Background: an optimization exercise with open tools, aiming at small area and few clock cycles. Do not read the settings as production practice.
RTL that was checked went through simulation tests only; none was proved equivalent to the original.
No functional check of the RTL was part of runs 2 and 3.
Power figures rest on the tool's default switching activity, not on a simulated workload.

## flow/config.mk

```make
export PLATFORM = sky130hd
export DESIGN_NAME = grapheme_cluster_segmenter
export DESIGN_NICKNAME = grapheme_cluster_segmenter
export VERILOG_FILES = /design/flow/design.v
export SDC_FILE = /design/flow/constraint.sdc
export NUM_CORES = 4
export LEC_CHECK = 0
export CAP_MARGIN = 20
export CORE_MARGIN = 2
export CORE_UTILIZATION = 40
export PLACE_DENSITY = 0.6
export SLEW_MARGIN = 20
```

## flow/constraint.sdc

```tcl
create_clock -name core_clock -period 12.0 [get_ports {clk}]
set_input_delay 2.4000 -clock core_clock [delete_from_list [all_inputs] [get_ports {clk}]]
set_output_delay 2.4000 -clock core_clock [all_outputs]
set_load 0.01 [all_outputs]
```

## flow/design.v

```verilog
`default_nettype none
module grapheme_cluster_segmenter (
    input  wire logic        clk,
    input  wire logic        rst_n,
    input  wire logic        cfg_write_en,
    input  wire logic        cfg_write_data,
    input  wire logic        in_valid,
    output logic             in_stall,
    input  wire logic [5:0]  lb_class,
    input  wire logic [1:0]  width_class,
    input  wire logic [3:0]  gb_class,
    input  wire logic        is_thai,
    input  wire logic        end_of_text,
    output logic             out_valid,
    input  wire logic        out_stall,
    output logic [15:0]      cluster_start,
    output logic [15:0]      cluster_length,
    output logic [16:0]      cluster_columns,
    output logic [5:0]       cluster_break_class,
    output logic             text_done,
    output logic             last_of_run
);
    localparam logic [2:0] ST_NONE = 3'd0;
    localparam logic [2:0] ST_CR   = 3'd1;
    localparam logic [2:0] ST_RUN  = 3'd2;
    localparam logic [2:0] ST_GEN  = 3'd3;
    localparam logic [2:0] ST_L    = 3'd4;
    localparam logic [2:0] ST_V    = 3'd5;
    localparam logic [2:0] ST_T    = 3'd6;
    localparam logic [2:0] ST_PRE  = 3'd7;
    logic        thai_reg;
    logic [2:0]  s_st;
    logic        s_pend;
    logic        s_done;
    logic [15:0] s_len;
    logic [16:0] s_tot;
    logic [1:0]  s_base;
    logic [5:0]  s_hlb;
    logic        s_hext;
    logic        s_hth;
    logic        o_valid;
    logic [15:0] o_start;
    logic [15:0] o_len;
    logic [16:0] o_cols;
    logic [5:0]  o_cls;
    logic        o_done;
    logic        o_last;
    function automatic logic [5:0] resolve(input logic [5:0] lb, input logic ext,
                                           input logic th, input logic thai);
        if (lb == 6'd5 && !(thai && th))
            resolve = ext ? 6'd6 : 6'd7;
        else
            resolve = lb;
    endfunction
    function automatic logic [2:0] gen_state(input logic [3:0] gb);
        if (gb == 4'd7)
            gen_state = ST_L;
        else if (gb == 4'd8 || gb == 4'd10)
            gen_state = ST_V;
        else if (gb == 4'd9 || gb == 4'd11)
            gen_state = ST_T;
        else if (gb == 4'd6)
            gen_state = ST_PRE;
        else
            gen_state = ST_GEN;
    endfunction
    logic [1:0] cols;
    logic       g_cr, g_lf, g_ctrl, g_ext, g_l, g_v, g_t, g_lv, g_lvt;
    logic       l_bknl, l_run;
    assign cols   = {width_class == 2'd2, width_class[0]};
    assign g_cr   = gb_class == 4'd1;
    assign g_lf   = gb_class == 4'd2;
    assign g_ctrl = gb_class == 4'd3;
    assign g_ext  = gb_class == 4'd4 || gb_class == 4'd5;
    assign g_l    = gb_class == 4'd7;
    assign g_v    = gb_class == 4'd8;
    assign g_t    = gb_class == 4'd9;
    assign g_lv   = gb_class == 4'd10;
    assign g_lvt  = gb_class == 4'd11;
    assign l_bknl = lb_class == 6'd0 || lb_class == 6'd1;
    assign l_run  = lb_class == 6'd2 || lb_class == 6'd3 || lb_class == 6'd4;
    logic is_open, cap_ok, in_gen, hj, j_cr, j_run, j_gen, j_pre, joined;
    assign is_open = s_st != ST_NONE;
    assign cap_ok  = ~&s_len;
    assign in_gen  = s_st[2] || s_st == ST_GEN;
    assign hj      = (s_st == ST_L && (g_l || g_v || g_lv || g_lvt))
                  || (s_st == ST_V && (g_v || g_t))
                  || (s_st == ST_T && g_t);
    assign j_cr    = s_st == ST_CR && g_lf;
    assign j_run   = s_st == ST_RUN && lb_class == s_hlb;
    assign j_gen   = in_gen && !(g_ctrl || g_cr || g_lf) && (hj || g_ext || s_st == ST_PRE);
    assign j_pre   = !hj && !g_ext;
    assign joined  = cap_ok && (j_cr || j_run || j_gen);
    logic o_free, accept, fresh, n_close, j_close, from_s, o_load, to_pend;
    assign o_free   = !o_valid || !out_stall;
    assign in_stall = !joined && (is_open || s_pend) && !o_free;
    assign accept   = in_valid && !in_stall;
    assign fresh    = accept && !joined;
    assign n_close  = l_bknl || g_lf || end_of_text || (g_ctrl && !g_cr && !l_run);
    assign j_close  = accept && joined && (j_cr || end_of_text);
    assign from_s  = o_free && (s_pend || (fresh && is_open));
    logic [15:0] x_len;
    logic [16:0] x_tot;
    logic [1:0]  x_base;
    logic [5:0]  x_hlb;
    logic        x_hext, x_hth;
    logic [2:0]  x_st;
    logic [1:0]  add;
    logic [5:0]  x_cls;
    logic        x_close;
    always_comb
    begin
        if (j_cr)
            add = 2'd0;
        else if (hj)
            add = 2'd2 - s_base;
        else
            add = cols;
        x_len  = fresh ? 16'd1 : s_len + 16'd1;
        x_tot  = fresh ? {15'd0, cols} : s_tot + {15'd0, add};
        if (fresh || (j_gen && j_pre))
        begin
            x_hlb  = lb_class;
            x_hext = g_ext;
            x_hth  = is_thai;
        end
        else
        begin
            x_hlb  = s_hlb;
            x_hext = s_hext;
            x_hth  = s_hth;
        end
        if (fresh)
            x_base = cols;
        else if (hj)
            x_base = 2'd2;
        else if (j_gen && j_pre)
            x_base = cols;
        else
            x_base = s_base;
        if (fresh)
        begin
            if (g_cr)
                x_st = ST_CR;
            else if (l_run)
                x_st = ST_RUN;
            else
                x_st = gen_state(gb_class);
        end
        else if (j_gen && (hj || !g_ext))
            x_st = gen_state(gb_class);
        else
            x_st = s_st;
        x_close = fresh ? n_close : (j_cr || end_of_text);
        x_cls   = resolve(x_hlb, x_hext, x_hth, thai_reg);
    end
    assign to_pend = accept && x_close && (from_s || !o_free);
    assign o_load  = from_s || (accept && x_close && o_free);
    always_ff @(posedge clk or negedge rst_n)
    begin
        if (!rst_n)
            thai_reg <= 1'b0;
        else if (cfg_write_en)
            thai_reg <= cfg_write_data;
    end
    always_ff @(posedge clk or negedge rst_n)
    begin
        if (!rst_n)
        begin
            s_st   <= ST_NONE;
            s_pend <= 1'b0;
        end
        else if (accept)
        begin
            s_st   <= x_close ? ST_NONE : x_st;
            s_pend <= to_pend;
        end
        else if (from_s)
            s_pend <= 1'b0;
    end
    always_ff @(posedge clk)
    begin
        if (accept)
        begin
            s_len  <= x_len;
            s_tot  <= x_tot;
            s_base <= x_base;
            s_hlb  <= to_pend ? x_cls : x_hlb;
            s_hext <= x_hext;
            s_hth  <= x_hth;
            s_done <= end_of_text;
        end
    end
    always_ff @(posedge clk or negedge rst_n)
    begin
        if (!rst_n)
        begin
            o_valid <= 1'b0;
            o_done  <= 1'b1;
        end
        else
        begin
            if (o_free)
                o_valid <= o_load;
            if (o_load)
                o_done <= from_s ? (s_pend && s_done) : end_of_text;
        end
    end
    always_ff @(posedge clk)
    begin
        if (o_load)
        begin
            o_start <= o_done ? 16'd0 : o_start + o_len;
            if (from_s)
            begin
                o_len  <= s_len;
                o_cols <= s_tot;
                o_cls  <= s_pend ? s_hlb : resolve(s_hlb, s_hext, s_hth, thai_reg);
                o_last <= s_pend || !(accept && n_close);
            end
            else
            begin
                o_len  <= x_len;
                o_cols <= x_tot;
                o_cls  <= x_cls;
                o_last <= 1'b1;
            end
        end
    end
    assign out_valid           = o_valid;
    assign cluster_start       = o_start;
    assign cluster_length      = o_len;
    assign cluster_columns     = o_cols;
    assign cluster_break_class = o_cls;
    assign text_done           = o_done;
    assign last_of_run         = o_last;
endmodule
`default_nettype wire
```

## flow/run.sh

```bash
#!/bin/bash
# synth_recipe.tcl (not shown) runs the flow's synth.tcl, then flattens the netlist and writes it again
# the make line also repeats each setting of config.mk as NAME=value (left out here)
make -C /OpenROAD-flow-scripts/flow DESIGN_CONFIG=/design/flow/config.mk WORK_HOME=/design/flow/orfs CLKGATE_MAP_FILE= SYNTH_SCRIPT=/design/flow/synth_recipe.tcl finish
```

==> summary.txt, run 1 <==
status -> finished clean
synth warn -> 1
total track usage -> 0.162
f_max -> 0.137 GHz
P_int -> 1.29 mW
Synth top area share -> 0.500
Distinct cells, synth -> 60
FF-to-FF End -> o_done$_DFFE_PN1P_
first-pass GRT wire length -> 20700 um
Period minus WS final -> 7.31 ns
CP max stage cell -> clkdlybuf4s50_1
Num CTS Buffers -> 9
final worst slack -> 4.69 ns
ant diodes -> 0
die area -> 16000 um2
via count -> 4189
Clk pwr share -> 0.141
mapped cell area -> 6010 um2
Comb power frac -> 0.473
most frequent cell on the critical path -> clkdlybuf4s50_1
startpoint types -> primary input
routability cong. -> 0.820
layout overhead on the synthesized area -> 20.8%
Final #Nets -> 639
Cell Chain, Critical Path -> clkdlybuf4s50_1, nor2b_1, o21a_1, o221ai_2, a22oi_1, nand2b_1, inv_1, clkdlybuf4s50_1
Avg WL per Cell -> 15.9 um
period utilization -> 0.609
area leader, netlist -> edfxtp_1
Max VDD drop -> 0.101 mV
Lkg Pwr -> 2.67 nW
kind of critical path -> primary input to primary output
FILL cells -> 1327
Fin Clk Skew -> 0.0120 ns
sequential element share of the synthesized area -> 0.529
row cnt -> 44
number of gates resized after CTS -> 0
Port Buffers -> 78
number of synthesized flops with an enable pin -> 100
Power Dens Cells -> 280 nW/um2
synthesized area per cell -> 11.5 um2
Starting Density -> 0.412
Worst Path Arrival -> 4.91 ns
Req. time, crit path -> 9.60 ns
Top Registers -> o_cols: 17 flops, s_tot: 17 flops
syn_nets -> 562
Pre-antenna DRT Iters -> 4
initial antenna violation count -> 0
slew margin rel. -> 0.570
Layout Utilization -> 0.497
Max Root-Sink Buffers -> 2
largest net degree at the start of global routing -> 48
Max Cap Violations -> 0
most common cell in the netlist -> edfxtp_1
vias per std cell -> 5.32
grt ovf -> 0
Post-CTS Setup Inserts -> 0
Critical R2R Launch -> s_len[0]$_DFFE_PP_
clk root buf -> clkbuf_16
final hold vios -> 0
Sequential Power Share -> 0.385
share of layout cells above drive strength 1 -> 0.123
Synth top cells by count -> edfxtp_1 (100), nor2_1 (64), mux2_2 (40)
fin. max-slew vios -> 0
final setup vio count -> 0
cell count after synthesis -> 522
Worst Reg-to-Reg Cells -> 10
#FFs+latches synth -> 107
RSZ-0062 raised after global routing -> false
Max stage delay on crit path -> 0.73 ns
crit-path max FO -> 13
clock latency (worst-skew pair) -> 0.36 ns
Crit path max-delay family -> buffers and inverters
Die W -> 127 um
total wire length -> 12500 um
Clock Pin Slew Worst Setup and Hold Paths -> 0.07 ns
Crit. End Element -> primary output
# IOs -> 79
Synth Flop Type -> edfxtp_1
switching share of total power -> 0.364
asr flop ratio synth -> 0.0654
setup TNS -> 0 ns
initial DRC count -> 210
total core area -> 14600 um2
TritonCTS clock tree -> built
Hold Path End -> thai_reg$_DFFE_PN0P_
dpl hpwl -> 8640 um
Area contributors post-synth -> edfxtp_1 (50%), mux2_2 (7.5%), xor2_1 (4.2%)
CP bufs+invs -> 3
Die Y-Extent -> 127 um
CTS sink count -> 107
Final ANT Viol Nets -> 0
Worst Hold Class -> flip-flop to flip-flop
hold path start -> thai_reg$_DFFE_PN0P_
Fin Hold WS -> 0.584 ns
pre-CTS setup slack -> 4.69 ns
H-tree Lvls -> 3
hold depth -> 1
Net Switching -> 740 uW
R2R Setup Slk -> 8.30 ns
vias in the first global route -> 4089
CTS Hold Bufs -> 0
Setup crit start -> gb_class[0]
drt drc -> 0
Slew @ Worst Pin -> 0.643 ns
-- worst register-to-register path, stage by stage, from the launching register on --
cell and delay (ns):
edfxtp_1 0.40, ha_1 0.23, nand4_1 0.22, and4bb_1 0.40
inv_2 0.07, a221oi_4 0.30, mux2i_1 0.44, nand3_1 0.15
nand2_2 0.50, buf_4 0.54, mux2_1 0.38
-- cell usage in the layout (no fill, tap or decap), types with 14 or more instances in the layout --
master / instances
a21oi_1: 14
clkdlybuf4s50_1: 78
edfxtp_1: 100
ha_1: 18
inv_1: 14
mux2_2: 40
nand2_1: 34
nand3_1: 22
nor2_1: 64
nor3_1: 14
xnor2_1: 17
xor2_1: 29
-- cells by family (layout without fill, tap and decap cells) --
kind of cell / after synthesis / in the layout / share of synthesized area
and+or+nand+nor: 195 / 195 / 0.161
DFF: 107 / 107 / 0.529
AOI/OAI and AO/OA: 74 / 74 / 0.0837
muxes: 49 / 49 / 0.0923
xor gates and xnor gates: 46 / 46 / 0.0671
buffers and inverters: 31 / 113 / 0.0227
adders and majority gates: 20 / 20 / 0.0442
-- layout make-up --
| type | instances | area, um2 | share of cell area |
|---|---|---|---|
| Tap cell | 184 | 230 | 0.0317 |
| Clock buffer | 12 | 246 | 0.0340 |
| Timing Repair Buffer | 82 | 811 | 0.112 |
| Clock inverter | 4 | 33.8 | 0.00466 |
| Inverter | 15 | 56.3 | 0.00776 |
| Sequential cell | 107 | 3180 | 0.438 |
| Multi-Input combinational cell | 384 | 2700 | 0.372 |
-- routing by layer --
layer,vias up,part of all wire,global-route usage
met5,-,0,0
met4,0,0.012,0.0537
met3,11,0.048,0.0409
met2,88,0.46,0.249
met1,2019,0.48,0.224
li1,2071,-,-
-- worst max path at each step --
stage                to  slack [ns]  cells after the start
6_report       in_stall        4.69                      8
3_5_place_dp   in_stall        4.69                      8
5_1_grt        in_stall        4.45                      8
4_1_cts        in_stall        4.67                      8
2_1_floorplan  in_stall        6.08                      7
3_3_place_gp   in_stall        4.76                      8
-- stage by stage --
step                instances  total power, mW  area [um2]
floorplan                 522             1.41        6010
global placement          772             1.74        6970
detailed placement        772             1.76        6970
CTS                       788             2.06        7250
global route              788             2.19        7250
finish                    788             2.03        7250
-- power by group through the flow --
stage,clock network [mW],logic (mW),registers (mW)
floorplan,0,0.596,0.812
global placement,0,0.955,0.789
detailed placement,0,0.967,0.795
CTS,0.298,0.975,0.787
global route,0.310,1.07,0.812
finish,0.287,0.962,0.784
Testbench counts, summed over its fixed seeds: cycles 52,860.
==> run 2, diff against run 1 <==
--- a/flow/design.v
+++ b/flow/design.v
@@ -46,8 +46,8 @@
     logic        o_done;
     logic        o_last;
     function automatic logic [5:0] resolve(input logic [5:0] lb, input logic ext,
-                                           input logic th, input logic thai);
-        if (lb == 6'd5 && !(thai && th))
+                                           input logic th);
+        if (lb == 6'd5 && !th)
             resolve = ext ? 6'd6 : 6'd7;
         else
             resolve = lb;
@@ -106,7 +106,6 @@
     logic        x_hext, x_hth;
     logic [2:0]  x_st;
     logic [1:0]  add;
-    logic [5:0]  x_cls;
     logic        x_close;
     always_comb
     begin
@@ -152,10 +151,9 @@
         else
             x_st = s_st;
         x_close = fresh ? n_close : (j_cr || end_of_text);
-        x_cls   = resolve(x_hlb, x_hext, x_hth, thai_reg);
-    end
-    assign to_pend = accept && x_close && (from_s || !o_free);
-    assign o_load  = from_s || (accept && x_close && o_free);
+    end
+    assign to_pend = accept && x_close;
+    assign o_load  = from_s;
     always_ff @(posedge clk or negedge rst_n)
     begin
         if (!rst_n)
@@ -185,9 +183,9 @@
             s_len  <= x_len;
             s_tot  <= x_tot;
             s_base <= x_base;
-            s_hlb  <= to_pend ? x_cls : x_hlb;
+            s_hlb  <= x_hlb;
             s_hext <= x_hext;
-            s_hth  <= x_hth;
+            s_hth  <= x_hth && (thai_reg || !to_pend);
             s_done <= end_of_text;
         end
     end
@@ -203,7 +201,7 @@
             if (o_free)
                 o_valid <= o_load;
             if (o_load)
-                o_done <= from_s ? (s_pend && s_done) : end_of_text;
+                o_done <= s_pend && s_done;
         end
     end
     always_ff @(posedge clk)
@@ -211,20 +209,10 @@
         if (o_load)
         begin
             o_start <= o_done ? 16'd0 : o_start + o_len;
-            if (from_s)
-            begin
-                o_len  <= s_len;
-                o_cols <= s_tot;
-                o_cls  <= s_pend ? s_hlb : resolve(s_hlb, s_hext, s_hth, thai_reg);
-                o_last <= s_pend || !(accept && n_close);
-            end
-            else
-            begin
-                o_len  <= x_len;
-                o_cols <= x_tot;
-                o_cls  <= x_cls;
-                o_last <= 1'b1;
-            end
+            o_len   <= s_len;
+            o_cols  <= s_tot;
+            o_cls   <= resolve(s_hlb, s_hext, s_hth && (s_pend || thai_reg));
+            o_last  <= s_pend || !n_close;
         end
     end
     assign out_valid           = o_valid;
==> flow/flow/run.sh (new file) <==
#!/bin/bash
# The standard layout, with the smallest buffer on the ports instead of clkdlybuf4s50_1.
set -euo pipefail
echo 'export BUFFER_PORTS_ARGS = -buffer_cell sky130_fd_sc_hd__buf_1' >> config.mk
bash standard.sh finish > standard_flow.log 2>&1
==> flow/standard.sh (new file) <==
#!/bin/bash
# synth_recipe.tcl (not shown) runs the flow's synth.tcl, then flattens the netlist and writes it again
# the make line also repeats each setting of config.mk as NAME=value (left out here)
make -C /OpenROAD-flow-scripts/flow DESIGN_CONFIG=/design/flow/config.mk WORK_HOME=/design/flow/orfs CLKGATE_MAP_FILE= SYNTH_SCRIPT=/design/flow/synth_recipe.tcl "${@:-finish}"
--- a/flow/config.mk
+++ b/flow/config.mk
@@ -7,6 +7,7 @@
 export LEC_CHECK = 0
 export CAP_MARGIN = 20
 export CORE_MARGIN = 2
-export CORE_UTILIZATION = 40
-export PLACE_DENSITY = 0.6
+export CORE_UTILIZATION = 70
+export PLACE_DENSITY = 0.75
 export SLEW_MARGIN = 20
+export BUFFER_PORTS_ARGS = -buffer_cell sky130_fd_sc_hd__buf_1
removed: flow/run.sh
==> run 2 against run 1 <==
Effect of this change:
- first-iteration DRC count up 50%
- via count decreased by 10%
- still clean
- die area down 47%
- sequential power decreased by 6.4%
- final cell count is 19% lower
- non-clock buffer count shrank 1
- clock power fell by 27%
==> summary.txt, run 2 <==
status -> finished clean (unchanged)
Synth top cells by count -> edfxtp_1 (100), nor2_1 (73), xnor2_1 (25) (was edfxtp_1 (100), nor2_1 (64), mux2_2 (40))
crit-path max FO -> 11 (was 13)
H-tree Lvls -> 3 (unchanged)
Distinct cells, synth -> 53 (was 60)
syn_nets -> 493 (was 562)
total track usage -> 0.259 (was 0.162)
initial DRC count -> 315 (was 210)
kind of critical path -> primary input to primary output (unchanged)
Lkg Pwr -> 2.17 nW (was 2.67 nW)
Worst Hold Class -> flip-flop to flip-flop (unchanged)
mapped cell area -> 5390 um2 (was 6010 um2)
routability cong. -> 0.924 (was 0.820)
Req. time, crit path -> 9.60 ns (about the same)
clock latency (worst-skew pair) -> 0.38 ns (was 0.36 ns)
fin. max-slew vios -> 0 (unchanged)
area leader, netlist -> edfxtp_1 (unchanged)
final setup vio count -> 0 (unchanged)
vias per std cell -> 5.91 (was 5.32)
Num CTS Buffers -> 9 (unchanged)
Inst Count DP -> 619 (was 772)
sequential element share of the synthesized area -> 0.590 (was 0.529)
row cnt -> 31 (was 44)
CTS sink count -> 107 (unchanged)
hold path start -> s_tot[16]$_SDFFCE_PP0P_ (was thai_reg$_DFFE_PN0P_)
Die Y-Extent -> 91.7 um (was 127 um)
first-pass GRT wire length -> 17000 um (was 20700 um)
Starting Density -> 0.731 (was 0.412)
synth warn -> 1 (unchanged)
final worst slack -> 5.55 ns (was 4.69 ns)
largest net degree at the start of global routing -> 42 (was 48)
#FFs+latches synth -> 107 (unchanged)
vias in the first global route -> 3630 (was 4089)
PnR Total Power -> 1.56 mW (was 2.03 mW)
most frequent cells in the layout -> edfxtp_1 (100), buf_1 (78), nor2_1 (73) (was edfxtp_1 (100), clkdlybuf4s50_1 (78), nor2_1 (64))
Post-CTS Setup Inserts -> 0 (unchanged)
Layout Utilization -> 0.803 (was 0.497)
Power Dens Cells -> 264 nW/um2 (was 280 nW/um2)
startpoint types -> primary input (unchanged)
total core area -> 7370 um2 (was 14600 um2)
Max Cap Violations -> 0 (unchanged)
Synth top area share -> 0.557 (was 0.500)
initial antenna violation count -> 0 (unchanged)
TritonCTS clock tree -> built (unchanged)
setup TNS -> 0 ns (unchanged)
asr flop ratio synth -> 0.0654 (unchanged)
CTS Hold Bufs -> 0 (unchanged)
slew margin rel. -> 0.473 (was 0.570)
cell count after synthesis -> 453 (was 522)
Worst Path Arrival -> 4.05 ns (was 4.91 ns)
layout overhead on the synthesized area -> 9.92% (was 20.8%)
pre-CTS setup slack -> 5.58 ns (was 4.69 ns)
Max VDD drop -> 0.120 mV (was 0.101 mV)
total wire length -> 10200 um (was 12500 um)
f_max -> 0.155 GHz (was 0.137 GHz)
Slew @ Worst Pin -> 0.770 ns (was 0.643 ns)
Final #Nets -> 571 (was 639)
drt drc -> 0 (unchanged)
Max Root-Sink Buffers -> 2 (unchanged)
number of synthesized flops with an enable pin -> 100 (unchanged)
die area -> 8410 um2 (was 16000 um2)
commonest non-fill, non-tap cell in the layout -> edfxtp_1 (unchanged)
Port Buffers -> 78 (unchanged)
most common cell in the netlist -> edfxtp_1 (unchanged)
synthesized area per cell -> 11.9 um2 (was 11.5 um2)
Avg WL per Cell -> 16.1 um (was 15.9 um)
Crit. End Element -> primary output (unchanged)
Pre-antenna DRT Iters -> 5 (was 4)
number of gates resized after CTS -> 0 (unchanged)
clk root buf -> clkbuf_8 (was clkbuf_16)
share of layout cells above drive strength 1 -> 0.0541 (was 0.123)
period utilization -> 0.537 (was 0.609)
final hold vios -> 0 (unchanged)
Synth Flop Type -> edfxtp_1 (unchanged)
Top Registers -> o_cols: 17 flops, s_tot: 17 flops (unchanged)
FILL cells -> 476 (was 1327)
Final ANT Viol Nets -> 0 (unchanged)
grt ovf -> 0 (unchanged)
# IOs -> 79 (unchanged)
dpl hpwl -> 7290 um (was 8640 um)
Period minus WS final -> 6.45 ns (was 7.31 ns)
Setup crit start -> gb_class[2] (was gb_class[0])
RSZ-0062 raised after global routing -> false (unchanged)
via count -> 3750 (was 4189)
Critical R2R Launch -> s_len[0]$_SDFFCE_PP1P_ (was s_len[0]$_DFFE_PP_)
fin cells -> 635 (was 788)
ant diodes -> 0 (unchanged)
Area contributors post-synth -> edfxtp_1 (56%), nor2_1 (5.1%), ha_1 (4.2%) (was edfxtp_1 (50%), mux2_2 (7.5%), xor2_1 (4.2%))
Fin Clk Skew -> 0.0127 ns (was 0.0120 ns)
Clock Pin Slew Worst Setup and Hold Paths -> 0.10 ns (was 0.07 ns)
Die W -> 91.7 um (was 127 um)
[run 2: changes by cell type after synthesis, moves of 6 or more]
| cell | change |
|---|---|
| xnor2_1 | +8 |
| nor2_1 | +9 |
| mux2_2 | -37 |
| a21o_1 | +6 |
| nor2b_1 | -9 |
| xor2_1 | -6 |
| a211oi_1 | -7 |
| nand2_1 | -14 |
[run 2: path summary, 6_finish.rpt]
| kind | endpoint | slack [ns] | cells after the start |
|---|---|---|---|
| worst min register to register | o_cols[16]$_DFFE_PP_ | 0.50 | 0 |
| worst max-delay path | in_stall | 5.55 | 8 |
| min in group asynchronous | s_st[0]$_DFFE_PN0P_ | 1.92 | 1 |
| worst min-delay path | o_cols[16]$_DFFE_PP_ | 0.50 | 0 |
| max in group asynchronous | o_done$_DFFE_PN1P_ | 9.73 | 1 |
| worst max register to register | o_start[6]$_SDFFCE_PP0P_ | 8.56 | 8 |
[run 2: metrics by stage]
step | area [um2] | hold slack, ns
3_5_place_dp | 5740 | 0.452
4_1_cts | 5920 | 0.495
3_3_place_gp | 5740 | 0.469
6_report | 5920 | 0.504
2_1_floorplan | 5390 | 0.433
5_1_grt | 5920 | 0.505
[run 2: logic make-up (layout without fill, tap and decap cells)]
kind of cell    count (synthesis)  after routing  share of synthesized area
mux                             8              8                     0.0158
flops                         107            107                      0.590
compound gates                 68             68                     0.0859
simple gates                  170            170                      0.152
xor+xnor                       48             48                     0.0780
fa+ha+maj                      20             20                     0.0492
buf+inv                        32            115                     0.0290
[run 2: critical path: stages]
cell      delay, ns
buf_1          0.30
and4bb_1       0.28
o21ai_1        0.15
o211a_1        0.23
a221o_1        0.25
nand2_1        0.13
nor3_1         0.15
buf_1          0.16
[run 2: final cells by class]
class,count,area [um2],area share
Sequential cell,107,3180,0.537
Multi-Input combinational cell,314,2050,0.347
Timing Repair Buffer,81,315,0.0533
Clock buffer,9,124,0.0209
Tap cell,99,124,0.0209
Inverter,18,67.6,0.0114
Clock inverter,7,58.8,0.00993
[run 2: metal layers]
| layer | GRT usage | up-vias | wire length [um] |
|---|---|---|---|
| met4 | 0.122 | 0 | 225 |
| met5 | 0 | - | 0 |
| li1 | - | 1805 | - |
| met1 | 0.349 | 1790 | 4570 |
| met2 | 0.415 | 133 | 4780 |
| met3 | 0.0419 | 22 | 642 |
[run 2: where the power goes]
group,switching (mW),total (mW),internal (mW)
Sequential,0.111,0.734,0.623
Clock,0.131,0.209,0.0788
Combinational,0.374,0.620,0.246
Total,0.616,1.56,0.947
==> run 3, diff against run 2 <==
--- a/flow/config.mk
+++ b/flow/config.mk
@@ -7,7 +7,8 @@
 export LEC_CHECK = 0
 export CAP_MARGIN = 20
 export CORE_MARGIN = 2
-export CORE_UTILIZATION = 70
-export PLACE_DENSITY = 0.75
+export CORE_UTILIZATION = 80
+export CTS_BUF_LIST = sky130_fd_sc_hd__clkbuf_8
+export PLACE_DENSITY = 0.85
 export SLEW_MARGIN = 20
 export BUFFER_PORTS_ARGS = -buffer_cell sky130_fd_sc_hd__buf_1
==> run 3 against run 2 <==
Effect of this change:
- register-to-register slack got worse by 0.11 ns
- critical path depth is 1 lower
- global-route usage grew 9.0 points
- via count up 9.5%
- worst setup slack got worse by 0.026 ns
- synthesized area did not move
- final cell count decreased by 3.5%
- clock skew increased by 0.0048 ns
- largest cell class unchanged
- flip-flop and latch count unchanged
- routed wire length up 19%
- maximum frequency is 0.41% lower
==> summary.txt, run 3 <==
Sequential Power Share -> 0.458 (was 0.470)
Port Buffers -> 78 (unchanged)
TritonCTS clock tree -> built (unchanged)
Slew @ Worst Pin -> 0.751 ns (was 0.770 ns)
syn_nets -> 493 (unchanged)
Post-CTS Setup Inserts -> 0 (unchanged)
dpl hpwl -> 8280 um (was 7290 um)
Fin Clk Skew -> 0.0174 ns (was 0.0127 ns)
Cell Chain, Critical Path -> buf_1, nand2_1, nor4_1, o21bai_1, nand2_1, nor3_1, buf_1 (was buf_1, and4bb_1, o21ai_1, o211a_1, a221o_1, nand2_1, nor3_1, buf_1)
main combinational cell family by area after synthesis -> simple AND/OR/NAND/NOR gates (unchanged)
kind of critical path -> primary input to primary output (unchanged)
via count -> 4105 (was 3750)
Crit path max-delay family -> simple AND/OR/NAND/NOR gates (was compound AO/OA/AOI/OAI gates)
Clk pwr share -> 0.135 (was 0.134)
fin. max-slew vios -> 0 (unchanged)
Num CTS Buffers -> 9 (unchanged)
clock latency (worst-skew pair) -> 0.38 ns (about the same)
clk root buf -> clkbuf_8 (unchanged)
startpoint types -> primary input (unchanged)
most frequent cells in the layout -> edfxtp_1 (100), buf_1 (78), nor2_1 (73) (unchanged)
Worst Path Arrival -> 4.07 ns (was 4.05 ns)
final hold vios -> 0 (unchanged)
switching share of total power -> 0.411 (was 0.394)
synthesized area per cell -> 11.9 um2 (unchanged)
Final #Nets -> 571 (unchanged)
number of gates resized after CTS -> 0 (unchanged)
synth warn -> 1 (unchanged)
Period minus WS final -> 6.47 ns (was 6.45 ns)
Net Switching -> 666 uW (was 616 uW)
Comb power frac -> 0.407 (was 0.396)
RSZ-0062 raised after global routing -> false (unchanged)
most common cell in the netlist -> edfxtp_1 (unchanged)
commonest non-fill, non-tap cell in the layout -> edfxtp_1 (unchanged)
met2 WL -> 6140 um (was 4780 um)
Die Y-Extent -> 86.1 um (was 91.7 um)
FILL cells -> 250 (was 476)
Adder-Cell Fraction of Synth Area -> 0.0492 (unchanged)
Pre-antenna DRT Iters -> 8 (was 5)
Routed met1 length -> 4390 um (was 4570 um)
Worst Hold Class -> flip-flop to flip-flop (unchanged)
layout overhead on the synthesized area -> 9.80% (was 9.92%)
Synth Flop Type -> edfxtp_1 (unchanged)
post-synthesis compound-gate area fraction -> 0.0859 (unchanged)
Req. time, crit path -> 9.60 ns (about the same)
crit-path max FO -> 10 (was 11)
period utilization -> 0.539 (was 0.537)
routability cong. -> 0.953 (was 0.924)
XOR/XNOR Fraction of Synth Area -> 0.0780 (unchanged)
Power Dens Cells -> 274 nW/um2 (was 264 nW/um2)
grt ovf -> 0 (unchanged)
Crit. End Element -> primary output (unchanged)
setup TNS -> 0 ns (unchanged)
CP bufs+invs -> 2 (unchanged)
number of synthesized flops with an enable pin -> 100 (unchanged)
CTS sink count -> 107 (unchanged)
vias in the first global route -> 3921 (was 3630)
Final ANT Viol Nets -> 0 (unchanged)
Clock Pin Slew Worst Setup and Hold Paths -> 0.12 ns (was 0.10 ns)
final setup vio count -> 0 (unchanged)
initial DRC count -> 560 (was 315)
Max Root-Sink Buffers -> 2 (unchanged)
area leader, netlist -> edfxtp_1 (unchanged)
largest net degree at the start of global routing -> 42 (unchanged)
total core area -> 6420 um2 (was 7370 um2)
row cnt -> 29 (was 31)
CP max stage cell -> nor4_1 (was buf_1)
sequential element share of the synthesized area -> 0.590 (unchanged)
first-pass GRT wire length -> 19600 um (was 17000 um)
asr flop ratio synth -> 0.0654 (unchanged)
Top Registers -> o_cols: 17 flops, s_tot: 17 flops (unchanged)
Max stage delay on crit path -> 0.58 ns (was 0.30 ns)
share of layout cells above drive strength 1 -> 0.0560 (was 0.0541)
ant diodes -> 0 (unchanged)
f_max -> 0.155 GHz (about the same)
Distinct cells, synth -> 53 (unchanged)
met3 wire len -> 1250 um (was 642 um)
cell count after synthesis -> 453 (unchanged)
drt drc -> 0 (unchanged)
Max Cap Violations -> 0 (unchanged)
Area contributors post-synth -> edfxtp_1 (56%), nor2_1 (5.1%), ha_1 (4.2%) (unchanged)
slew margin rel. -> 0.495 (was 0.473)
die area -> 7410 um2 (was 8410 um2)
multiplexer share of the synthesized area -> 0.0158 (unchanged)
Post-Synth Simple-Gate Area -> 0.152 (unchanged)
Lkg Pwr -> 2.18 nW (was 2.17 nW)
Max VDD drop -> 0.178 mV (was 0.120 mV)
initial antenna violation count -> 0 (unchanged)
# IOs -> 79 (unchanged)
Starting Density -> 0.839 (was 0.731)
P_int -> 954 uW (was 947 uW)
status -> finished clean (unchanged)
CTS Hold Bufs -> 0 (unchanged)
vias per std cell -> 6.70 (was 5.91)
max layer used -> met4 (unchanged)
total wire length -> 12200 um (was 10200 um)
Synth top area share -> 0.557 (unchanged)
Die W -> 86.1 um (was 91.7 um)
Inst Count DP -> 597 (was 619)
mapped cell area -> 5390 um2 (unchanged)
total track usage -> 0.349 (was 0.259)
Synth top cells by count -> edfxtp_1 (100), nor2_1 (73), xnor2_1 (25) (unchanged)
#FFs+latches synth -> 107 (unchanged)
H-tree Lvls -> 3 (unchanged)
fin cells -> 613 (was 635)
Avg WL per Cell -> 19.9 um (was 16.1 um)
## run 3: layout make-up
| cell class | count | area (um2) | area share |
|---|---|---|---|
| sequential | 107 | 3180 | 0.538 |
| multi-input combinational | 314 | 2050 | 0.347 |
| timing repair buffer | 81 | 315 | 0.0533 |
| clock buffer | 9 | 124 | 0.0209 |
| tap | 77 | 96.3 | 0.0163 |
| clock inverter | 7 | 80.1 | 0.0135 |
| inverter | 18 | 67.6 | 0.0114 |
## run 3: kinds of logic (layout without fill, tap and decap cells)
group                      after synthesis  count (layout)
muxes                                    8               8
and+or+nand+nor                        170             170
buffers and inverters                   32             115
DFF                                    107             107
xor gates and xnor gates                48              48
AOI/OAI and AO/OA                       68              68
adders and majority gates               20              20
## run 3: path summary, 6_finish.rpt
path	start	to	slack, ns	cells after the start
worst max-delay path	gb_class[1]	in_stall	5.53	7
worst min-delay path	s_tot[16]$_SDFFCE_PP0P_	o_cols[16]$_DFFE_PP_	0.51	0
worst max register to register	s_len[0]$_SDFFCE_PP1P_	o_start[11]$_SDFFCE_PP0P_	8.45	8
worst min register to register	s_tot[16]$_SDFFCE_PP0P_	o_cols[16]$_DFFE_PP_	0.51	0
max in group asynchronous	rst_n	o_done$_DFFE_PN1P_	9.72	1
min in group asynchronous	rst_n	thai_reg$_DFFE_PN0P_	1.94	1
## run 3: through the flow
stage	cell area [um2]	total power [mW]	utilization	hold slack, ns	worst slack, ns
floorplan	5390	1.18	-	0.433	6.03
global placement	5710	1.32	0.889	0.465	5.64
detailed placement	5710	1.38	0.889	0.463	5.56
CTS	5910	1.61	0.921	0.508	5.55
global route	5910	1.71	0.921	0.515	5.30
finish	5910	1.62	0.921	0.507	5.53
## run 3: power groups by stage
stage | Sequential, mW | Clock [mW] | Combinational (mW)
final | 0.742 | 0.219 | 0.659
after global routing | 0.755 | 0.232 | 0.723
after CTS | 0.737 | 0.219 | 0.649
after detailed placement | 0.742 | 0 | 0.636
after global placement | 0.732 | 0 | 0.587
after floorplan | 0.753 | 0 | 0.432
## run 3: layer usage
metal  GRT usage  vias to the layer above
li1            -                     1813
met1       0.451                     1905
met2       0.588                      325
met3      0.0703                       62
met4       0.131                        0
met5           0                        -
==> run 4, diff against run 3 <==
--- a/flow/design.v
+++ b/flow/design.v
@@ -31,7 +31,6 @@
     logic        thai_reg;
     logic [2:0]  s_st;
     logic        s_pend;
-    logic        s_done;
     logic [15:0] s_len;
     logic [16:0] s_tot;
     logic [1:0]  s_base;
@@ -87,7 +86,7 @@
                   || (s_st == ST_V && (g_v || g_t))
                   || (s_st == ST_T && g_t);
     assign j_cr    = s_st == ST_CR && g_lf;
-    assign j_run   = s_st == ST_RUN && lb_class == s_hlb;
+    assign j_run   = s_st == ST_RUN && lb_class[5:3] == 3'd0 && lb_class[2:0] == s_hlb[2:0];
     assign j_gen   = in_gen && !(g_ctrl || g_cr || g_lf) && (hj || g_ext || s_st == ST_PRE);
     assign j_pre   = !hj && !g_ext;
     assign joined  = cap_ok && (j_cr || j_run || j_gen);
@@ -106,6 +105,34 @@
     logic        x_hext, x_hth;
     logic [2:0]  x_st;
     logic [1:0]  add;
+    logic [16:0] tot_sum;
+    logic [15:0] start_sum, len_inc;
+    logic [16:0] start_c, len_c;
+    always_comb
+    begin
+        start_c[0] = 1'b0;
+        len_c[0]   = 1'b1;
+        for (int i = 0; i < 16; i++)
+        begin
+            start_sum[i]  = o_start[i] ^ o_len[i] ^ start_c[i];
+            start_c[i+1]  = (o_start[i] & o_len[i]) | (start_c[i] & (o_start[i] ^ o_len[i]));
+            len_inc[i]    = s_len[i] ^ len_c[i];
+            len_c[i+1]    = s_len[i] & len_c[i];
+        end
+    end
+    logic [17:0] tot_c;
+    always_comb
+    begin
+        tot_sum[0] = s_tot[0] ^ add[0];
+        tot_c[1]   = s_tot[0] & add[0];
+        tot_sum[1] = s_tot[1] ^ add[1] ^ tot_c[1];
+        tot_c[2]   = (s_tot[1] & add[1]) | (tot_c[1] & (s_tot[1] ^ add[1]));
+        for (int i = 2; i < 17; i++)
+        begin
+            tot_sum[i] = s_tot[i] ^ tot_c[i];
+            tot_c[i+1] = s_tot[i] & tot_c[i];
+        end
+    end
     logic        x_close;
     always_comb
     begin
@@ -115,8 +142,8 @@
             add = 2'd2 - s_base;
         else
             add = cols;
-        x_len  = fresh ? 16'd1 : s_len + 16'd1;
-        x_tot  = fresh ? {15'd0, cols} : s_tot + {15'd0, add};
+        x_len  = fresh ? 16'd1 : len_inc;
+        x_tot  = fresh ? {15'd0, cols} : tot_sum;
         if (fresh || (j_gen && j_pre))
         begin
             x_hlb  = lb_class;
@@ -182,11 +209,10 @@
         begin
             s_len  <= x_len;
             s_tot  <= x_tot;
-            s_base <= x_base;
+            s_base <= to_pend ? {1'b0, end_of_text} : x_base;
             s_hlb  <= x_hlb;
             s_hext <= x_hext;
             s_hth  <= x_hth && (thai_reg || !to_pend);
-            s_done <= end_of_text;
         end
     end
     always_ff @(posedge clk or negedge rst_n)
@@ -201,14 +227,14 @@
             if (o_free)
                 o_valid <= o_load;
             if (o_load)
-                o_done <= s_pend && s_done;
+                o_done <= s_pend && s_base[0];
         end
     end
     always_ff @(posedge clk)
     begin
         if (o_load)
         begin
-            o_start <= o_done ? 16'd0 : o_start + o_len;
+            o_start <= o_done ? 16'd0 : start_sum;
             o_len   <= s_len;
             o_cols  <= s_tot;
             o_cls   <= resolve(s_hlb, s_hext, s_hth && (s_pend || thai_reg));
--- a/flow/config.mk
+++ b/flow/config.mk
@@ -7,8 +7,7 @@
 export LEC_CHECK = 0
 export CAP_MARGIN = 20
 export CORE_MARGIN = 2
-export CORE_UTILIZATION = 80
-export CTS_BUF_LIST = sky130_fd_sc_hd__clkbuf_8
-export PLACE_DENSITY = 0.85
+export CORE_UTILIZATION = 70
+export PLACE_DENSITY = 0.75
 export SLEW_MARGIN = 20
 export BUFFER_PORTS_ARGS = -buffer_cell sky130_fd_sc_hd__buf_1
==> run 4 against run 3 <==
Effect of this change:
- clock power is about 10% lower
- critical path depth is 20 higher
- via count is 29% lower
- non-clock buffer count is 1 lower
- final cell count is 17% lower
- clock skew is 0.010 ns lower
- clock-buffer cell count is 1 higher
- first-iteration DRC count is 66% lower
- synthesized area is 7.2% lower
- synthesized cell count is 27% lower
- total power is 19% lower
- largest power group unchanged
==> summary.txt, run 4 <==
syn_nets -> 394 (was 493)
Req. time, crit path -> 12.10 ns (was 9.60 ns)
number of synthesized flops with an enable pin -> 99 (was 100)
most common cell in the netlist -> edfxtp_1 (unchanged)
Area contributors post-synth -> edfxtp_1 (59%), ha_1 (7.5%), fa_1 (6.0%) (was edfxtp_1 (56%), nor2_1 (5.1%), ha_1 (4.2%))
Critical R2R Launch -> o_start[0]$_SDFFCE_PP0P_ (was s_len[0]$_SDFFCE_PP1P_)
TritonCTS clock tree -> built (unchanged)
cell count after synthesis -> 329 (was 453)
Max Cap Violations -> 0 (unchanged)
setup TNS -> 0 ns (unchanged)
Worst Path Arrival -> 6.97 ns (was 4.07 ns)
FILL cells -> 414 (was 250)
sequential element share of the synthesized area -> 0.630 (was 0.590)
Period minus WS final -> 6.87 ns (was 6.47 ns)
total wire length -> 8770 um (was 12200 um)
hold path start -> s_tot[3]$_SDFFCE_PP0P_ (was s_tot[16]$_SDFFCE_PP0P_)
synth warn -> 1 (unchanged)
routability cong. -> 0.842 (was 0.953)
Final ANT Viol Nets -> 0 (unchanged)
Die W -> 88.5 um (was 86.1 um)
layout overhead on the synthesized area -> 10.9% (was 9.80%)
Starting Density -> 0.728 (was 0.839)
Die Y-Extent -> 88.5 um (was 86.1 um)
Synth top cells by count -> edfxtp_1 (99), ha_1 (30), and2_1 (28) (was edfxtp_1 (100), nor2_1 (73), xnor2_1 (25))
Final #Nets -> 474 (was 571)
fin. max-slew vios -> 0 (unchanged)
initial DRC count -> 189 (was 560)
crit-path max FO -> 8 (was 10)
asr flop ratio synth -> 0.0660 (was 0.0654)
Synth top area share -> 0.595 (was 0.557)
number of gates resized after CTS -> 0 (unchanged)
Clock Pin Slew Worst Setup and Hold Paths -> 0.10 ns (was 0.12 ns)
vias in the first global route -> 2901 (was 3921)
grt ovf -> 0 (unchanged)
Avg WL per Cell -> 17.2 um (was 19.9 um)
startpoint types -> primary input (unchanged)
Distinct cells, synth -> 54 (was 53)
Max Root-Sink Buffers -> 2 (unchanged)
f_max -> 0.146 GHz (was 0.155 GHz)
mapped cell area -> 5000 um2 (was 5390 um2)
kind of critical path -> primary input to flip-flop (was primary input to primary output)
Top Registers -> o_cols: 17 flops, s_tot: 17 flops (unchanged)
Power Dens Cells -> 238 nW/um2 (was 274 nW/um2)
share of layout cells above drive strength 1 -> 0.0797 (was 0.0560)
Post-CTS Setup Inserts -> 0 (unchanged)
Worst Hold Class -> flip-flop to flip-flop (unchanged)
synthesized area per cell -> 15.2 um2 (was 11.9 um2)
total track usage -> 0.248 (was 0.349)
Max VDD drop -> 0.150 mV (was 0.178 mV)
Finished Cell Area -> 5540 um2 (was 5910 um2)
H-tree Lvls -> 3 (unchanged)
total core area -> 6870 um2 (was 6420 um2)
Port Buffers -> 78 (unchanged)
initial antenna violation count -> 0 (unchanged)
# IOs -> 79 (unchanged)
final hold vios -> 0 (unchanged)
row cnt -> 30 (was 29)
PnR Total Power -> 1.32 mW (was 1.62 mW)
Setup crit start -> gb_class[1] (unchanged)
CTS Hold Bufs -> 0 (unchanged)
dpl hpwl -> 6250 um (was 8280 um)
Crit. End Element -> flip-flop (was primary output)
status -> finished clean (unchanged)
Slew @ Worst Pin -> 0.839 ns (was 0.751 ns)
die area -> 7830 um2 (was 7410 um2)
RSZ-0062 raised after global routing -> false (unchanged)
Fin Clk Skew -> 0.00725 ns (was 0.0174 ns)
period utilization -> 0.572 (was 0.539)
final setup vio count -> 0 (unchanged)
Pre-antenna DRT Iters -> 4 (was 8)
Lkg Pwr -> 2.05 nW (was 2.18 nW)
#FFs+latches synth -> 106 (was 107)
Post-DP Area -> 5370 um2 (was 5710 um2)
ant diodes -> 0 (unchanged)
CTS sink count -> 106 (was 107)
Num CTS Buffers -> 9 (unchanged)
clock latency (worst-skew pair) -> 0.36 ns (was 0.38 ns)
clk root buf -> clkbuf_8 (unchanged)
most frequent cells in the layout -> edfxtp_1 (99), buf_1 (78), ha_1 (30) (was edfxtp_1 (100), buf_1 (78), nor2_1 (73))
largest net degree at the start of global routing -> 35 (was 42)
vias per std cell -> 5.74 (was 6.70)
via count -> 2926 (was 4105)
area leader, netlist -> edfxtp_1 (unchanged)
Synth Flop Type -> edfxtp_1 (unchanged)
commonest non-fill, non-tap cell in the layout -> edfxtp_1 (unchanged)
slew margin rel. -> 0.440 (was 0.495)
drt drc -> 0 (unchanged)
first-pass GRT wire length -> 14300 um (was 19600 um)
-- run 4: logic make-up (layout without fill, tap and decap cells) --
logic type                 after synthesis  after routing  share of synthesized area
muxes                                    7              7                     0.0143
xor gates and xnor gates                10             10                     0.0175
adders and majority gates               45             45                      0.135
AOI/OAI and AO/OA                       34             34                     0.0558
buffers and inverters                   23            108                     0.0220
and+or+nand+nor                        104            104                      0.125
DFF                                    106            106                      0.630
-- run 4: critical path: stages --
cell and delay [ns]:
buf_1 0.21, or3b_1 0.39, a21oi_1 0.13, a21o_1 0.16, nand2_1 0.13, mux2i_1 0.21
nor2_1 0.07, ha_1 0.19, inv_1 0.07, fa_1 0.16, inv_1 0.04, ha_1 0.18
ha_1 0.19, ha_1 0.18, ha_1 0.18, ha_1 0.18, ha_1 0.18, ha_1 0.18
ha_1 0.18, ha_1 0.18, ha_1 0.18, ha_1 0.18, ha_1 0.18, ha_1 0.18
ha_1 0.20, xnor2_1 0.18, nor2_1 0.06
-- run 4: worst paths after layout --
kind / cells past startpoint / to / slack [ns]
setup / recovery: 27 / s_tot[16]$_SDFFCE_PP0P_ / 5.13
max in group asynchronous: 1 / o_done$_DFFE_PN1P_ / 9.74
hold / removal: 0 / o_cols[3]$_DFFE_PP_ / 0.47
hold reg to reg: 0 / o_cols[3]$_DFFE_PP_ / 0.47
setup reg to reg: 18 / o_start[15]$_SDFFCE_PP0P_ / 5.15
min in group asynchronous: 1 / o_valid$_DFFE_PN0P_ / 1.94
-- run 4: where the power goes --
part | internal, mW | leakage, nW | switching, mW
logic | 0.177 | 0.931 | 0.242
clock network | 0.0760 | 0.0779 | 0.121
registers | 0.603 | 1.04 | 0.0996
-- run 4: per-layer routing --
metal | global-route usage | vias to the layer above | share of wire
met4 | 0.0744 | 0 | 0.0081
met3 | 0.0504 | 6 | 0.047
met2 | 0.396 | 87 | 0.50
li1 | - | 1372 | -
met1 | 0.352 | 1461 | 0.44
met5 | 0 | - | 0
-- run 4: final cells by class --
cell class / count / area [um2] / area share
clock inverters: 6 / 42.5 / 0.00768
flip-flops and latches: 106 / 3150 / 0.568
repair buffers: 80 / 308 / 0.0555
clock buffers: 10 / 128 / 0.0230
inverters: 12 / 45.0 / 0.00813
multi-input cells: 200 / 1750 / 0.316
well taps: 96 / 120 / 0.0217
-- run 4: through the flow --
step / utilization / hold WS (ns) / instances / setup slack [ns]
2_1_floorplan: - / 0.426 / 329 / 5.08
6_report: 0.807 / 0.466 / 510 / 5.13
3_3_place_gp: 0.782 / 0.438 / 494 / 5.04
5_1_grt: 0.807 / 0.485 / 510 / 4.86
4_1_cts: 0.807 / 0.467 / 510 / 5.09
3_5_place_dp: 0.782 / 0.443 / 494 / 4.80
Testbench counts of run 4, summed over its fixed seeds: cycles 52,865.
==> run 5, diff against run 4 <==
==> flow/flow/run.sh (replaced) <==
#!/bin/bash
# The standard layout, with the smallest buffer on the ports instead of clkdlybuf4s50_1,
# and a clock tree of small buffers without dummy loads.
set -euo pipefail
cat >> config.mk <<'EOC'
export BUFFER_PORTS_ARGS = -buffer_cell sky130_fd_sc_hd__buf_1
export CTS_ARGS = -sink_clustering_enable -repair_clock_nets -dont_use_dummy_load -buf_list {sky130_fd_sc_hd__clkbuf_4 sky130_fd_sc_hd__clkbuf_8} -sink_clustering_size 16 -sink_clustering_max_diameter 60
EOC
bash standard.sh finish > standard_flow.log 2>&1
--- a/flow/config.mk
+++ b/flow/config.mk
@@ -11,3 +11,4 @@
 export PLACE_DENSITY = 0.75
 export SLEW_MARGIN = 20
 export BUFFER_PORTS_ARGS = -buffer_cell sky130_fd_sc_hd__buf_1
+export CTS_ARGS = -sink_clustering_enable -repair_clock_nets -dont_use_dummy_load -buf_list {sky130_fd_sc_hd__clkbuf_4 sky130_fd_sc_hd__clkbuf_8} -sink_clustering_size 16 -sink_clustering_max_diameter 60
==> run 5 against run 4 <==
Effect of this change:
- clock skew increased by 0.019 ns
- largest power group unchanged
- first-iteration DRC count is 9.0% higher
- final area down 0.84%
- routed wire length fell by 0.49%
- largest cell class unchanged
- non-clock buffer count is the same
- final cell count down 1.4%
- flip-flop and latch count is the same
- sequential power hardly changed
- utilization fell by 0.67 points
- sequential share of layout area grew 0.48 points
==> summary.txt, run 5 <==
Crit. End Element -> flip-flop (unchanged)
Layout Utilization -> 0.800 (was 0.807)
Final #Nets -> 474 (unchanged)
crit path capture -> o_start[15]$_SDFFCE_PP0P_ (was s_tot[16]$_SDFFCE_PP0P_)
Starting Density -> 0.728 (unchanged)
Finished Cell Area -> 5500 um2 (was 5540 um2)
Req. time, crit path -> 12.09 ns (was 12.10 ns)
TritonCTS clock tree -> built (unchanged)
Power Dens Cells -> 235 nW/um2 (was 238 nW/um2)
CTS sink count -> 106 (unchanged)
Adder-Cell Fraction of Synth Area -> 0.135 (unchanged)
PnR Total Power -> 1.29 mW (was 1.32 mW)
FF-to-FF End -> o_start[15]$_SDFFCE_PP0P_ (unchanged)
Multi-input gate area -> 1750 um2 (unchanged)
Max Cap Violations -> 0 (unchanged)
share of layout cells above drive strength 1 -> 0.0688 (was 0.0797)
Max VDD drop -> 0.148 mV (was 0.150 mV)
R2R Setup Slk -> 5.12 ns (was 5.15 ns)
row cnt -> 30 (unchanged)
commonest non-fill, non-tap cell in the layout -> edfxtp_1 (unchanged)
Slew @ Worst Pin -> 0.833 ns (was 0.839 ns)
Area contributors post-synth -> edfxtp_1 (59%), ha_1 (7.5%), fa_1 (6.0%) (unchanged)
initial antenna violation count -> 0 (unchanged)
Fin Hold WS -> 0.457 ns (was 0.466 ns)
Reg area -> 3150 um2 (unchanged)
first-pass GRT wire length -> 14200 um (was 14300 um)
largest net degree at the start of global routing -> 35 (unchanged)
Synth Flop Type -> edfxtp_1 (unchanged)
ant diodes -> 0 (unchanged)
Num CTS Buffers -> 9 (unchanged)
fin. max-slew vios -> 0 (unchanged)
most frequent cells in the layout -> edfxtp_1 (99), buf_1 (78), ha_1 (30) (unchanged)
via count -> 2889 (was 2926)
final hold vios -> 0 (unchanged)
Setup crit start -> o_start[0]$_SDFFCE_PP0P_ (was gb_class[1])
kind of critical path -> flip-flop to flip-flop (was primary input to flip-flop)
f_max -> 0.145 GHz (was 0.146 GHz)
clk root buf -> clkbuf_8 (unchanged)
Post-CTS Setup Inserts -> 0 (unchanged)
setup TNS -> 0 ns (unchanged)
syn_nets -> 394 (unchanged)
Worst Reg-to-Reg Cells -> 18 (unchanged)
Pre-antenna DRT Iters -> 4 (unchanged)
total wire length -> 8720 um (was 8770 um)
total track usage -> 0.246 (was 0.248)
crit-path max FO -> 2 (was 8)
Max Root-Sink Buffers -> 2 (unchanged)
total core area -> 6870 um2 (unchanged)
period utilization -> 0.573 (was 0.572)
Final ANT Viol Nets -> 0 (unchanged)
Worst Path Arrival -> 6.97 ns (about the same)
H-tree Lvls -> 3 (unchanged)
synth warn -> 1 (unchanged)
die area -> 7830 um2 (unchanged)
routability cong. -> 0.842 (unchanged)
initial DRC count -> 206 (was 189)
most common cell in the netlist -> edfxtp_1 (unchanged)
Clock Pin Slew Worst Setup and Hold Paths -> 0.10 ns (about the same)
post-synthesis compound-gate area fraction -> 0.0558 (unchanged)
Post-DP Area -> 5370 um2 (unchanged)
sequential element share of the synthesized area -> 0.630 (unchanged)
Distinct cells, synth -> 54 (unchanged)
Synth top cells by count -> edfxtp_1 (99), ha_1 (30), and2_1 (28) (unchanged)
Sequential Power Share -> 0.543 (was 0.533)
main combinational cell family by area after synthesis -> adder cells (unchanged)
Die Y-Extent -> 88.5 um (unchanged)
clock latency (worst-skew pair) -> 0.36 ns (about the same)
Critical R2R Launch -> o_start[0]$_SDFFCE_PP0P_ (unchanged)
CTS Hold Bufs -> 0 (unchanged)
layout overhead on the synthesized area -> 9.96% (was 10.9%)
Period minus WS final -> 6.88 ns (was 6.87 ns)
final setup vio count -> 0 (unchanged)
Avg WL per Cell -> 17.3 um (was 17.2 um)
drt drc -> 0 (unchanged)
# IOs -> 79 (unchanged)
hold depth -> 0 (unchanged)
number of gates resized after CTS -> 0 (unchanged)
#FFs+latches synth -> 106 (unchanged)
RSZ-0062 raised after global routing -> false (unchanged)
Comb power frac -> 0.324 (was 0.318)
Fin Clk Skew -> 0.0266 ns (was 0.00725 ns)
XOR/XNOR Fraction of Synth Area -> 0.0175 (unchanged)
switching share of total power -> 0.344 (was 0.351)
P_int -> 848 uW (was 856 uW)
asr flop ratio synth -> 0.0660 (unchanged)
Die W -> 88.5 um (unchanged)
status -> finished clean (unchanged)
Net Switching -> 445 uW (was 463 uW)
Post-Synth Simple-Gate Area -> 0.125 (unchanged)
Top Registers -> o_cols: 17 flops, s_tot: 17 flops (unchanged)
cell count after synthesis -> 329 (unchanged)
dpl hpwl -> 6250 um (unchanged)
Synth top area share -> 0.595 (unchanged)
grt ovf -> 0 (unchanged)
mapped cell area -> 5000 um2 (unchanged)
Port Buffers -> 78 (unchanged)
synthesized area per cell -> 15.2 um2 (unchanged)
area leader, netlist -> edfxtp_1 (unchanged)
FILL cells -> 420 (was 414)
Lkg Pwr -> 2.04 nW (was 2.05 nW)
vias per std cell -> 5.74 (about the same)
multiplexer share of the synthesized area -> 0.0143 (unchanged)
number of synthesized flops with an enable pin -> 99 (unchanged)
vias in the first global route -> 2909 (was 2901)
Worst Hold Class -> flip-flop to flip-flop (unchanged)
startpoint types -> flip-flop (was primary input)
slew margin rel. -> 0.443 (was 0.440)
Clk pwr share -> 0.133 (was 0.149)
run 5: cell counts after synthesis:
No cell type changed its count.
run 5: kinds of logic after synthesis:
family | after synthesis
DFF | 106
and+or+nand+nor | 104
adders and majority gates | 45
AOI/OAI and AO/OA | 34
buffers and inverters | 23
xor gates and xnor gates | 10
muxes | 7
run 5: cell type report:
class	instances	share of cell area
sequential	106	0.573
multi-input combinational	200	0.318
timing repair buffer	80	0.0560
clock buffer	9	0.0225
tap	96	0.0219
inverter	12	0.00820
run 5: layer usage:
metal,global-route usage,wire length (um),vias up,share of wire
li1,-,-,1362,-
met1,0.346,3940,1454,0.45
met2,0.398,4380,64,0.50
met3,0.0513,315,9,0.036
met4,0.0702,92,0,0.011
met5,0,0,-,0
run 5: how the worst min path moves through the flow:
stage | end | from | slack, ns
6_report | o_cols[2]$_DFFE_PP_ | s_tot[2]$_SDFFCE_PP0P_ | 0.46
5_1_grt | o_cols[2]$_DFFE_PP_ | s_tot[2]$_SDFFCE_PP0P_ | 0.46
4_1_cts | o_cols[2]$_DFFE_PP_ | s_tot[2]$_SDFFCE_PP0P_ | 0.45
3_5_place_dp | o_cols[3]$_DFFE_PP_ | s_tot[3]$_SDFFCE_PP0P_ | 0.44
3_3_place_gp | o_cls[3]$_SDFFCE_PP0P_ | s_hlb[3]$_DFFE_PP_ | 0.44
2_1_floorplan | o_cols[1]$_DFFE_PP_ | s_tot[1]$_DFFE_PP_ | 0.43
run 5: per-stage QoR:
stage                     std cells  worst slack (ns)
after floorplan                 329              5.08
after global routing            503              4.84
after CTS                       503              5.07
final                           503              5.12
after global placement          494              5.04
after detailed placement        494              4.80
run 5: worst max-delay path, cell delays in order (launching register included):
cell      delay [ns]
edfxtp_1        0.41
ha_1            0.24
fa_1            0.38
fa_1            0.39
fa_1            0.39
fa_1            0.42
fa_1            0.41
fa_1            0.40
fa_1            0.39
fa_1            0.39
fa_1            0.40
fa_1            0.41
fa_1            0.40
fa_1            0.40
fa_1            0.40
fa_1            0.39
xor2_1          0.18
xnor2_1         0.13
nor2_1          0.05
run 5: power by group through the flow:
stage	Clock (mW)	Sequential, mW	Combinational, mW
2_1_floorplan	0	0.730	0.252
3_3_place_gp	0	0.703	0.394
3_5_place_dp	0	0.710	0.423
4_1_cts	0.174	0.704	0.427
5_1_grt	0.185	0.724	0.484
6_report	0.172	0.702	0.418
==> run 6, diff against run 5 <==
==> flow/flow/run.sh (replaced) <==
#!/bin/bash
# The standard layout, with the smallest buffer on the ports instead of clkdlybuf4s50_1,
# and a clock tree of small buffers without dummy loads.
set -euo pipefail
cat >> config.mk <<'EOC'
export BUFFER_PORTS_ARGS = -buffer_cell sky130_fd_sc_hd__buf_1
export CTS_ARGS = -sink_clustering_enable -repair_clock_nets -dont_use_dummy_load -root_buf sky130_fd_sc_hd__clkbuf_8 -buf_list sky130_fd_sc_hd__clkbuf_4 -sink_clustering_size 12 -sink_clustering_max_diameter 40
EOC
bash standard.sh finish > standard_flow.log 2>&1
--- a/flow/config.mk
+++ b/flow/config.mk
@@ -11,4 +11,4 @@
 export PLACE_DENSITY = 0.75
 export SLEW_MARGIN = 20
 export BUFFER_PORTS_ARGS = -buffer_cell sky130_fd_sc_hd__buf_1
-export CTS_ARGS = -sink_clustering_enable -repair_clock_nets -dont_use_dummy_load -buf_list {sky130_fd_sc_hd__clkbuf_4 sky130_fd_sc_hd__clkbuf_8} -sink_clustering_size 16 -sink_clustering_max_diameter 60
+export CTS_ARGS = -sink_clustering_enable -repair_clock_nets -dont_use_dummy_load -root_buf sky130_fd_sc_hd__clkbuf_8 -buf_list sky130_fd_sc_hd__clkbuf_4 -sink_clustering_size 12 -sink_clustering_max_diameter 40
==> run 6 against run 5 <==
Effect of this change:
- still clean
- clock power about the same
- sequential share of layout area stayed put
- total power unchanged
- critical path depth stayed put
- non-clock buffer count unchanged
- flip-flop and latch count unchanged
- final cell count unchanged
- final area is the same
- sequential power about the same
- via count stayed put
- synthesized cell count unchanged
- highest routed layer unchanged
==> summary.txt, run 6 <==
CTS sink count -> 106 (unchanged)
Clock Pin Slew Worst Setup and Hold Paths -> 0.10 ns (about the same)
row cnt -> 30 (unchanged)
total track usage -> 0.246 (unchanged)
Synth top area share -> 0.595 (unchanged)
P_int -> 848 uW (unchanged)
Power Dens Cells -> 235 nW/um2 (unchanged)
Final ANT Viol Nets -> 0 (unchanged)
die area -> 7830 um2 (unchanged)
synth warn -> 1 (unchanged)
ant diodes -> 0 (unchanged)
Reg area -> 3150 um2 (unchanged)
mapped cell area -> 5000 um2 (unchanged)
Fin Hold WS -> 0.457 ns (unchanged)
Comb power frac -> 0.324 (about the same)
drt drc -> 0 (unchanged)
Synth top cells by count -> edfxtp_1 (99), ha_1 (30), and2_1 (28) (unchanged)
total core area -> 6870 um2 (unchanged)
area leader, netlist -> edfxtp_1 (unchanged)
Sequential Power Share -> 0.543 (about the same)
crit-path max FO -> 2 (unchanged)
Crit. End Element -> flip-flop (unchanged)
layout overhead on the synthesized area -> 9.96% (unchanged)
share of layout cells above drive strength 1 -> 0.0688 (unchanged)
Max VDD drop -> 0.148 mV (unchanged)
total wire length -> 8720 um (unchanged)
cell count after synthesis -> 329 (unchanged)
switching share of total power -> 0.344 (unchanged)
Worst Hold Class -> flip-flop to flip-flop (unchanged)
Slew @ Worst Pin -> 0.833 ns (unchanged)
number of synthesized flops with an enable pin -> 99 (unchanged)
synthesized area per cell -> 15.2 um2 (unchanged)
syn_nets -> 394 (unchanged)
dpl hpwl -> 6250 um (unchanged)
Area contributors post-synth -> edfxtp_1 (59%), ha_1 (7.5%), fa_1 (6.0%) (unchanged)
clk root buf -> clkbuf_8 (unchanged)
Fin Clk Skew -> 0.0266 ns (unchanged)
Starting Density -> 0.728 (unchanged)
period utilization -> 0.573 (unchanged)
TritonCTS clock tree -> built (unchanged)
hold depth -> 0 (unchanged)
status -> finished clean (unchanged)
Net Switching -> 445 uW (unchanged)
asr flop ratio synth -> 0.0660 (unchanged)
Die W -> 88.5 um (unchanged)
Worst Reg-to-Reg Cells -> 18 (unchanged)
Multi-input gate area -> 1750 um2 (unchanged)
f_max -> 0.145 GHz (unchanged)
kind of critical path -> flip-flop to flip-flop (unchanged)
Num CTS Buffers -> 9 (unchanged)
CTS Hold Bufs -> 0 (unchanged)
grt ovf -> 0 (unchanged)
number of gates resized after CTS -> 0 (unchanged)
Clk pwr share -> 0.133 (about the same)
Period minus WS final -> 6.88 ns (unchanged)
initial DRC count -> 206 (unchanged)
setup TNS -> 0 ns (unchanged)
vias in the first global route -> 2909 (unchanged)
routability cong. -> 0.842 (unchanged)
most common cell in the netlist -> edfxtp_1 (unchanged)
FILL cells -> 420 (unchanged)
fin. max-slew vios -> 0 (unchanged)
Distinct cells, synth -> 54 (unchanged)
Max Root-Sink Buffers -> 2 (unchanged)
first-pass GRT wire length -> 14200 um (unchanged)
Req. time, crit path -> 12.09 ns (about the same)
most frequent cells in the layout -> edfxtp_1 (99), buf_1 (78), ha_1 (30) (unchanged)
Port Buffers -> 78 (unchanged)
Post-CTS Setup Inserts -> 0 (unchanged)
final setup vio count -> 0 (unchanged)
Synth Flop Type -> edfxtp_1 (unchanged)
clock latency (worst-skew pair) -> 0.36 ns (about the same)
Max Cap Violations -> 0 (unchanged)
via count -> 2889 (unchanged)
Worst Path Arrival -> 6.97 ns (about the same)
sequential element share of the synthesized area -> 0.630 (unchanged)
slew margin rel. -> 0.443 (unchanged)
startpoint types -> flip-flop (unchanged)
Die Y-Extent -> 88.5 um (unchanged)
Final #Nets -> 474 (unchanged)
H-tree Lvls -> 3 (unchanged)
RSZ-0062 raised after global routing -> false (unchanged)
largest net degree at the start of global routing -> 35 (unchanged)
Pre-antenna DRT Iters -> 4 (unchanged)
vias per std cell -> 5.74 (unchanged)
commonest non-fill, non-tap cell in the layout -> edfxtp_1 (unchanged)
#FFs+latches synth -> 106 (unchanged)
Top Registers -> o_cols: 17 flops, s_tot: 17 flops (unchanged)
initial antenna violation count -> 0 (unchanged)
Lkg Pwr -> 2.04 nW (unchanged)
# IOs -> 79 (unchanged)
Avg WL per Cell -> 17.3 um (unchanged)
final hold vios -> 0 (unchanged)
==> run 6: cell counts after synthesis <==
No cell type changed its count.
==> run 6: final cells by class <==
| cell class | count | area share |
|---|---|---|
| clock buffer | 9 | 0.0225 |
| inverter | 12 | 0.00820 |
| timing repair buffer | 80 | 0.0560 |
| multi-input combinational | 200 | 0.318 |
| sequential | 106 | 0.573 |
| tap | 96 | 0.0219 |
==> run 6: logic make-up after synthesis <==
family          after synthesis  synth area share
compound gates               34            0.0558
xor+xnor                     10            0.0175
fa+ha+maj                    45             0.135
buf+inv                      23            0.0220
flops                       106             0.630
mux                           7            0.0143
simple gates                104             0.125
==> run 6: worst paths after layout <==
check                                               from                        end  slack, ns
worst max-delay path            o_start[0]$_SDFFCE_PP0P_  o_start[15]$_SDFFCE_PP0P_       5.12
worst min-delay path              s_tot[2]$_SDFFCE_PP0P_        o_cols[2]$_DFFE_PP_       0.46
worst max register to register  o_start[0]$_SDFFCE_PP0P_  o_start[15]$_SDFFCE_PP0P_       5.12
worst min register to register    s_tot[2]$_SDFFCE_PP0P_        o_cols[2]$_DFFE_PP_       0.46
max in group asynchronous                          rst_n         o_done$_DFFE_PN1P_       9.73
min in group asynchronous                          rst_n        o_valid$_DFFE_PN0P_       1.94
==> run 6: power by group through the flow <==
stage	sequential [mW]	combinational (mW)	clock [mW]
floorplan	0.730	0.252	0
global placement	0.703	0.394	0
detailed placement	0.710	0.423	0
CTS	0.704	0.427	0.174
global route	0.724	0.484	0.185
finish	0.702	0.418	0.172
==> run 6: through the flow <==
stage          power (mW)   util  setup WS (ns)  cells  instance area [um2]
6_report             1.29  0.800           5.12    503                 5500
3_3_place_gp         1.10  0.782           5.04    494                 5370
5_1_grt              1.39  0.800           4.84    503                 5500
4_1_cts              1.30  0.800           5.07    503                 5500
2_1_floorplan       0.981      -           5.08    329                 5000
3_5_place_dp         1.13  0.782           4.80    494                 5370
==> run 6: per-layer routing <==
| layer | GRT usage | up-vias | share of wire |
|---|---|---|---|
| met3 | 0.0513 | 9 | 0.036 |
| met1 | 0.346 | 1454 | 0.45 |
| met5 | 0 | - | 0 |
| li1 | - | 1362 | - |
| met2 | 0.398 | 64 | 0.50 |
| met4 | 0.0702 | 0 | 0.011 |
==> run 6: worst max-delay path, cell delays in order (launching register included) <==
cell and delay [ns]:
edfxtp_1 0.41, ha_1 0.24, fa_1 0.38, fa_1 0.39, fa_1 0.39, fa_1 0.42
fa_1 0.41, fa_1 0.40, fa_1 0.39, fa_1 0.39, fa_1 0.40, fa_1 0.41
fa_1 0.40, fa_1 0.40, fa_1 0.40, fa_1 0.39, xor2_1 0.18, xnor2_1 0.13
nor2_1 0.05

## afterwards: timing with drivers on the ports
In the flow no input, the clock included, has a driving cell. The finished layouts below were timed again as built, in two steps. Step 1 sets driving cells, clkbuf_16 on the clock port and buf_2 on the other inputs (assumed; they add their load-dependent delay and slew). Step 2 also shifts input and output timing later by t, the mid clock arrival at the registers, as if the neighbouring blocks saw the same clock. Slacks: no drivers / after step 1 / after step 2; pairs: no drivers / after step 1.
| run | t, ns | setup WS [ns] | hold slack, ns | worst setup path at the end | cell pins on the clock port's net |
|---|---|---|---|---|---|
| run 1 | 0.391 | 4.692 / 4.668 / 4.668 | 0.584 / 0.584 / 0.584 | input to output | 1 |
| run 2 | 0.408 | 5.554 / 5.532 / 5.532 | 0.504 / 0.504 / 0.504 | input to output | 1 |
| run 3 | 0.403 | 5.528 / 5.507 / 5.507 | 0.507 / 0.507 / 0.507 | input to output | 1 |
| run 4 | 0.389 | 5.132 / 5.142 / 4.753 | 0.466 / 0.466 / 0.466 | input to register | 1 |
| run 5 | 0.379 | 5.122 / 5.122 / 4.759 | 0.457 / 0.457 / 0.457 | input to register | 1 |
| run 6 | 0.379 | 5.122 / 5.122 / 4.759 | 0.457 / 0.457 / 0.457 | input to register | 1 |
After both steps setup and hold are still met in every run listed. For run 4, which loses most, drivers alone change the setup slack by +0.010 ns; drivers and shift together by -0.379 ns.
